Background: an optimization exercise with open tools, aiming at a short achievable clock period and few clock cycles. Do not read the settings as production practice. Only simulation tests tie the RTL to the original design; equivalence was not proved.

--- design.v ---
`default_nettype none
package dcache_pkg;
  localparam int ADDR_W = 32;
  localparam int WORD_W = 32;
  localparam int BYTES_PER_WORD = WORD_W / 8;
  localparam int LINE_WORDS = 8;
  localparam int LINE_W = LINE_WORDS * WORD_W;   
  localparam int OFFSET_BITS = 5;                
  localparam int BYTE_BITS = 2;                  
  localparam int WORD_LSB = BYTE_BITS;           
  localparam int WORD_SEL_BITS = OFFSET_BITS - BYTE_BITS;
  localparam int INDEX_LSB = OFFSET_BITS;        
  typedef logic [ADDR_W-1:0] addr_t;
  typedef logic [WORD_W-1:0] word_t;
  typedef logic [LINE_W-1:0] line_t;
  typedef logic [BYTES_PER_WORD-1:0] sel_t;
  typedef logic [WORD_SEL_BITS-1:0] word_idx_t;
endpackage
`default_nettype wire
`timescale 1ns/1ps
`default_nettype none
module dcache_tag_store #(
  parameter int SET_BITS = 3
) (
  input  wire               cs,
  input  wire               reset,
  input  dcache_pkg::addr_t cpu_adr,
  input  wire               lookup,
  input  wire               tag_fill,
  output logic              hit
);
  localparam int SETS = 2 ** SET_BITS;
  localparam int TAG_W = dcache_pkg::ADDR_W - SET_BITS - dcache_pkg::OFFSET_BITS;
  localparam int TAG_LSB = dcache_pkg::INDEX_LSB + SET_BITS;
  typedef logic [TAG_W-1:0] tag_t;
  typedef logic [SET_BITS-1:0] set_idx_t;
  tag_t     tags  [SETS];   
  logic     valid [SETS];
  set_idx_t set_idx;
  tag_t     tag;
  always_comb begin
    set_idx = cpu_adr[dcache_pkg::INDEX_LSB +: SET_BITS];
    tag     = cpu_adr[TAG_LSB +: TAG_W];
  end
  always_ff @(posedge cs) begin
    if (reset) begin
      for (int i = 0; i < SETS; i++) begin
        valid[i] <= 1'b0;
      end
    end else if (tag_fill) begin
      valid[set_idx] <= 1'b1;
    end
  end
  always_ff @(posedge cs) begin
    if (tag_fill) begin
      tags[set_idx] <= tag;
    end
  end
  always_ff @(posedge cs) begin
    if (reset) begin
      hit <= 1'b0;
    end else if (lookup) begin
      hit <= valid[set_idx] && (tags[set_idx] == tag);
    end
  end
endmodule
`default_nettype wire
`timescale 1ns/1ps
`default_nettype none
module dcache_line_store #(
  parameter int SET_BITS = 3
) (
  input  wire                 cs,
  input  wire                 reset,
  input  dcache_pkg::addr_t   cpu_adr,
  input  wire                 line_fill,
  input  wire                 word_merge,
  input  dcache_pkg::line_t   mem_dat_r,
  input  dcache_pkg::word_t   cpu_dat_w,
  input  dcache_pkg::sel_t    cpu_sel,
  output dcache_pkg::word_t   rd_word,
  output dcache_pkg::line_t   line
);
  localparam int SETS = 2 ** SET_BITS;
  localparam int WORD_W = dcache_pkg::WORD_W;
  typedef logic [SET_BITS-1:0] set_idx_t;
  dcache_pkg::line_t     lines [SETS];
  set_idx_t              set_idx;
  dcache_pkg::word_idx_t word_idx;
  always_comb begin
    set_idx  = cpu_adr[dcache_pkg::INDEX_LSB +: SET_BITS];
    word_idx = cpu_adr[dcache_pkg::WORD_LSB +: dcache_pkg::WORD_SEL_BITS];
  end
  always_ff @(posedge cs) begin
    if (!reset) begin   
      if (line_fill) begin
        lines[set_idx] <= mem_dat_r;
      end else if (word_merge) begin
        for (int b = 0; b < dcache_pkg::BYTES_PER_WORD; b++) begin
          if (cpu_sel[b]) begin
            lines[set_idx][word_idx*WORD_W + b*8 +: 8] <= cpu_dat_w[b*8 +: 8];
          end
        end
      end
    end
  end
  assign line = lines[set_idx];
  assign rd_word = line[word_idx*WORD_W +: WORD_W];
endmodule
`default_nettype wire
`timescale 1ns/1ps
`default_nettype none
module dcache_ctrl (
  input  wire               cs,
  input  wire               reset,
  input  wire               cpu_cyc,
  input  wire               cpu_stb,
  input  wire               cpu_we,
  input  dcache_pkg::addr_t cpu_adr,
  output logic              cpu_ack,
  input  wire               hit,
  output logic              lookup,
  output logic              tag_fill,
  output logic              line_fill,
  output logic              word_merge,
  input  dcache_pkg::line_t line,
  output logic              mem_cyc,
  output logic              mem_stb,
  output logic              mem_we,
  output dcache_pkg::addr_t mem_adr,
  output dcache_pkg::line_t mem_dat_w,
  input  wire               mem_ack
);
  typedef enum logic [2:0] {
    IDLE,
    LOOKUP,
    REFILL,
    MERGE,
    WRITE_THROUGH,
    RESPOND
  } state_t;
  state_t state;
  state_t state_next;
  logic   req;
  assign req = cpu_cyc && cpu_stb;
  always_ff @(posedge cs) begin
    if (reset) begin
      state <= IDLE;
    end else begin
      state <= state_next;
    end
  end
  always_comb begin
    state_next = state;
    case (state)
      IDLE: begin
        if (req) begin
          state_next = LOOKUP;
        end
      end
      LOOKUP: begin
        if (!hit) begin
          state_next = REFILL;
        end else if (cpu_we) begin
          state_next = MERGE;
        end else begin
          state_next = RESPOND;
        end
      end
      REFILL: begin
        if (mem_ack) begin
          state_next = cpu_we ? MERGE : RESPOND;   
        end
      end
      MERGE: begin
        state_next = WRITE_THROUGH;
      end
      WRITE_THROUGH: begin
        if (mem_ack) begin
          state_next = RESPOND;
        end
      end
      RESPOND: begin
        state_next = IDLE;
      end
      default: begin
        state_next = IDLE;
      end
    endcase
  end
  always_comb begin
    lookup     = (state == IDLE) && req;
    tag_fill   = (state == REFILL) && mem_ack;
    line_fill  = (state == REFILL) && mem_ack;
    word_merge = (state == MERGE);
  end
  assign cpu_ack = (state == RESPOND);
  always_comb begin
    mem_cyc = (state == REFILL) || (state == WRITE_THROUGH);
    mem_stb = mem_cyc;
    mem_we  = (state == WRITE_THROUGH);
  end
  assign mem_adr = {cpu_adr[dcache_pkg::ADDR_W-1:dcache_pkg::OFFSET_BITS],
                    {dcache_pkg::OFFSET_BITS{1'b0}}};
  assign mem_dat_w = line;
endmodule
`default_nettype wire
`timescale 1ns/1ps
`default_nettype none
module dcache_top #(
  parameter int SET_BITS = 3
) (
  input  wire               cs,
  input  wire               reset,
  input  wire               cpu_cyc,
  input  wire               cpu_stb,
  input  wire               cpu_we,
  input  dcache_pkg::addr_t cpu_adr,
  input  dcache_pkg::sel_t  cpu_sel,
  input  dcache_pkg::word_t cpu_dat_w,
  output logic              cpu_ack,
  output dcache_pkg::word_t cpu_dat_r,
  output logic              mem_cyc,
  output logic              mem_stb,
  output logic              mem_we,
  output dcache_pkg::addr_t mem_adr,
  output dcache_pkg::line_t mem_dat_w,
  input  wire               mem_ack,
  input  dcache_pkg::line_t mem_dat_r
);
  logic              hit;
  logic              lookup;
  logic              tag_fill;
  logic              line_fill;
  logic              word_merge;
  dcache_pkg::line_t line;
  dcache_tag_store #(
    .SET_BITS (SET_BITS)
  ) i_tag_store (
    .cs       (cs),
    .reset    (reset),
    .cpu_adr  (cpu_adr),
    .lookup   (lookup),
    .tag_fill (tag_fill),
    .hit      (hit)
  );
  dcache_line_store #(
    .SET_BITS (SET_BITS)
  ) i_line_store (
    .cs         (cs),
    .reset      (reset),
    .cpu_adr    (cpu_adr),
    .line_fill  (line_fill),
    .word_merge (word_merge),
    .mem_dat_r  (mem_dat_r),
    .cpu_dat_w  (cpu_dat_w),
    .cpu_sel    (cpu_sel),
    .rd_word    (cpu_dat_r),   
    .line       (line)
  );
  dcache_ctrl i_ctrl (
    .cs         (cs),
    .reset      (reset),
    .cpu_cyc    (cpu_cyc),
    .cpu_stb    (cpu_stb),
    .cpu_we     (cpu_we),
    .cpu_adr    (cpu_adr),
    .cpu_ack    (cpu_ack),
    .hit        (hit),
    .lookup     (lookup),
    .tag_fill   (tag_fill),
    .line_fill  (line_fill),
    .word_merge (word_merge),
    .line       (line),
    .mem_cyc    (mem_cyc),
    .mem_stb    (mem_stb),
    .mem_we     (mem_we),
    .mem_adr    (mem_adr),
    .mem_dat_w  (mem_dat_w),
    .mem_ack    (mem_ack)
  );
endmodule
`default_nettype wire
--- run.sh ---
#!/bin/bash
# synth_recipe.tcl (not shown) runs the flow's synth.tcl, then flattens the netlist and writes it again
# the make line also repeats each setting of config.mk as NAME=value (left out here)
make -C /OpenROAD-flow-scripts/flow DESIGN_CONFIG=/design/flow/config.mk WORK_HOME=/design/flow/orfs CLKGATE_MAP_FILE= SYNTH_SCRIPT=/design/flow/synth_recipe.tcl finish
--- config.mk ---
export PLATFORM = sky130hd
export DESIGN_NAME = dcache_top
export DESIGN_NICKNAME = dcache_top
export VERILOG_FILES = /design/flow/design.v
export SDC_FILE = /design/flow/constraint.sdc
export NUM_CORES = 4
export LEC_CHECK = 0
export CAP_MARGIN = 20
export CORE_MARGIN = 2
export CORE_UTILIZATION = 40
export SLEW_MARGIN = 20
--- constraint.sdc ---
create_clock -name core_clock -period 7.0 [get_ports {cs}]
set_input_delay 1.4000 -clock core_clock [delete_from_list [all_inputs] [get_ports {cs}]]
set_output_delay 1.4000 -clock core_clock [all_outputs]
set_load 0.01 [all_outputs]
==> flow_metrics.py <==
metrics = {
    "floorplanning": {
        "fp-row-count": 173,
        "start_util_pct": 40.1,
        "core-area_sq_um": 222000,
        "io_pins": 654,
        "dieWidth_microns": 475,
        "die-area_sq_um": 226000,
        "die_h_microns": 475,
    },
    "sta": {
        "slew_headroom_pct": 17.1,
        "period_share_pct": 92.1,
        "setup_tns_ns": 0,
        "hold_violations": 0,
        "fin_crit_ns": 6.44,
        "rsz0062_at_grt": "no",
        "whs_ns": 0.468,
        "clock_skew_ns": 0.0350,
        "setup_viol": 0,
        "max_slew.worst_pin.slew_ns": 1.24,
        "setup_slack_ns": 0.555,
        "timing.fmax_mhz": 155,
        "drv_slew": 0,
    },
    "setup_path": {
        "required_ns": 5.60,
        "critPathTopFamily": "buffers and inverters",
        "worstPathMaxFanout": 68,
        "r2r-end": "i_line_store.lines[2][64]",
        "r2r-start": "i_ctrl.state[1]",
        "path_depth": 7,
        "crit_buf_inv": 3,
        "endpoint_kind": "primary output",
        "critPathKind": "input port to primary output",
        "crit_chain": "buf_8 -> buf_12 -> or2_2 -> o221ai_1 -> mux4_2 -> mux2_2 -> clkdlybuf4s50_1",
        "crit_path_start": "cpu_adr[5]",
        "reg2reg_slack_ns": 3.28,
        "endpoint": "cpu_dat_r[8]",
        "cp_slowest_cell": "or2_2",
        "cp.arrival_ns": 5.04,
        "cp-start-kind": "input port",
        "max_stage_delay_ns": 0.68,
        "r2r_cells": 7,
    },
    "power_and_ir_drop": {
        "netSwitchingFraction_pct": 23.4,
        "p_leak_nw": 33.5,
        "seqPwrFrac_pct": 50.4,
        "clkPwrFrac_pct": 40.8,
        "total_power_w": 0.0295,
        "p_comb_share_pct": 8.8,
        "max-vdd-ir-drop_uv": 268,
        "p_per_area_nw_per_um2": 277,
        "p_int_w": 0.0226,
        "p_sw_w": 0.00690,
    },
    "cts": {
        "clock-root-buffer": "clkbuf_16",
        "cts_sinks": 2252,
        "hold_buffers": 0,
        "htree_levels": 4,
        "ctsLongestPathBuffers": 3,
        "cts_buffers": 224,
        "clkLatencyLatePin_ns": 0.90,
        "tritoncts": "yes",
        "post_cts_buffers": 0,
        "path_clk_slew_ns": 0.06,
        "post_cts_resized": 0,
    },
    "drt": {
        "wire_per_inst_microns": 36.4,
        "ant_nets": 0,
        "num_vias": 55088,
        "drt_pre_antenna_iters": 6,
        "drc_errors": 0,
        "vias_per_cell": 6.17,
        "drt_iter0_markers": 7570,
        "drt_wl_total_microns": 325000,
    },
    "placed_design": {
        "dpl_cell_area_sq_um": 99400,
        "place_ws_ns": 0.663,
        "hpwl_microns": 211000,
        "port_buffers": 646,
        "gp_congestion": 0.886,
    },
    "yosys": {
        "synth_edf_count": 2240,
        "postSynthCellCount": 5012,
        "ys_seq_area_share_pct": 75.9,
        "synth_area_leaders": "edfxtp_1, mux2_2, a22oi_1",
        "synthFlopType": "edfxtp_1",
        "yosysTopAreaCell": "edfxtp_1",
        "synth_top_area_share_pct": 75.7,
        "ys_ff_latch": 2252,
        "ys_types": 71,
        "syn-cell-area_sq_um": 88900,
        "syn_area_per_cell_sq_um": 17.7,
        "yosys_warnings": 3,
        "synth_async_sr_flop_share_pct": 0,
    },
    "global_routing": {
        "antenna_found_initial": 54,
        "gr-total-overflow": 0,
        "track_usage_pct": 28.1,
        "grt_pass1_vias": 52245,
        "grt_pass1_wl_microns": 437000,
        "grt_max_degree": 82,
    },
    "finish": {
        "nets": 6063,
        "multiInputGateArea_sq_um": 19800,
        "seq_area_sq_um": 67500,
        "nFillCells": 18686,
        "drive_gt1_share_pct": 18.9,
        "final_cell_mix": "edfxtp_1, clkdlybuf4s50_1, a22oi_1",
        "fin_area_sq_um": 107000,
        "area_growth_pct": 20.1,
        "layout_commonest_cell": "edfxtp_1",
    },
    "hold_path": {
        "min_path_type": "register to register",
    },
    "flow_run": {
        "drv_cap": 0,
    },
    "outcome": {
        "status": "no timing/DRC/antenna violations",
    },
}
[through the flow]
stage               cells  utilization (%)
CTS                  8892             48.1
detailed placement   8482             44.8
global placement     8482             44.8
finish               8924             48.2
global route         8905             48.1
floorplan            5016                -
[sequential cells by signal, summed over array words and instances, names as in the netlist]
register            cells
i_tag_store.valid       8
i_line_store.lines   2048
i_ctrl.state            3
i_tag_store.tags      192
i_tag_store.hit         1
[worst min-delay path by stage]
stage                            to  slack (ns)            startpoint  cells after the start
4_1_cts        i_tag_store.valid[3]        0.47  i_tag_store.valid[3]                      1
3_5_place_dp   i_tag_store.valid[3]        0.45  i_tag_store.valid[3]                      1
6_report       i_tag_store.valid[3]        0.47  i_tag_store.valid[3]                      1
3_3_place_gp   i_tag_store.valid[4]        0.45  i_tag_store.valid[4]                      1
2_1_floorplan  i_tag_store.valid[2]        0.44  i_tag_store.valid[2]                      1
5_1_grt        i_tag_store.valid[2]        0.48  i_tag_store.valid[2]                      1
[worst register-to-register path, delay by kind of cell, from the launching register on]
kind          cells  cell delay, ns
simple gates      6            2.68
buf+inv           1            0.22
flops             1            0.45
[final cells by class]
type | instances | area share (%)
clock buffers | 266 | 5.44
repair buffers | 845 | 7.76
multi-input cells | 2394 | 18.6
inverters | 16 | 0.0633
well taps | 2975 | 3.49
clock inverters | 144 | 1.39
flip-flops and latches | 2252 | 63.2
diodes | 32 | 0.0750
[power by group through the flow]
stage | Sequential, W | Combinational, W | Clock (W)
floorplan | 0.0152 | 0.00104 | 0
global placement | 0.0152 | 0.00255 | 0
detailed placement | 0.0152 | 0.00257 | 0
CTS | 0.0149 | 0.00258 | 0.0121
global route | 0.0149 | 0.00267 | 0.0126
finish | 0.0149 | 0.00260 | 0.0120
[synth_stat cells, drive strengths merged, types with 4 or more instances]
library cell	n
and2	8
mux2i	97
nand2b	6
a22oi	585
nor2	366
a221o	39
clkbuf	157
nor2b	24
o221ai	14
o21a	9
mux2	424
a221oi	143
nand2	106
a21oi	48
o211ai	6
buf	197
mux4	112
o31a	7
inv	15
nand3b	4
o22ai	27
or2	4
a211oi	21
dfxtp	12
edfxtp	2240
a222oi	9
nor3	8
a31oi	7
o21ai	44
xnor2	10
nor4	15
a22o	48
o2bb2ai	10
nand4	111
o31ai	4
nand3	39
nor3b	5
[per-layer routing]
layer	GRT usage (%)	up-vias	part of all wire, %
li1	-	22163	-
met1	37.7	28714	38
met2	42.4	3580	45
met3	7.73	613	11
met4	13.3	18	5.0
met5	0	-	0.037
[kinds of logic (layout without fill, tap and decap cells)]
kind of cell              count (synthesis)  in the layout  share of synthesized area, %
and+or+nand+nor                         710            710                          3.67
muxes                                   633            633                          9.30
buffers and inverters                   370           1271                          2.06
xor gates and xnor gates                 11             11                         0.108
other                                     1             37                       0.00422
DFF                                    2252           2252                          75.9
AOI/OAI and AO/OA                      1035           1035                          8.93
Testbench counts, summed over its fixed seeds: cycles 19,032.

-- separate check: timing with driven ports --
No port has a modelled driver above. Below, the same layout with a new extraction and two added sets of constraints.
Step 1 sets driving cells, clkbuf_16 on the clock port and buf_2 on the other inputs (assumed; they add their load-dependent delay and slew).
Step 2 times the ports against the registers' clock, not the clock port: input delays grow and output delays shrink by t, the midpoint of the rising clock arrivals with the driver on.
a / b / c = no drivers / after step 1 / after step 2; a / b = the first two.
t (ns): 0.972
setup WS [ns]: 0.555 / 0.474 / 0.474
pins driven straight from the clock port: 1
After both steps this run still meets setup and hold. For this run, drivers alone change the setup slack by -0.081 ns; drivers and shift together by -0.081 ns.
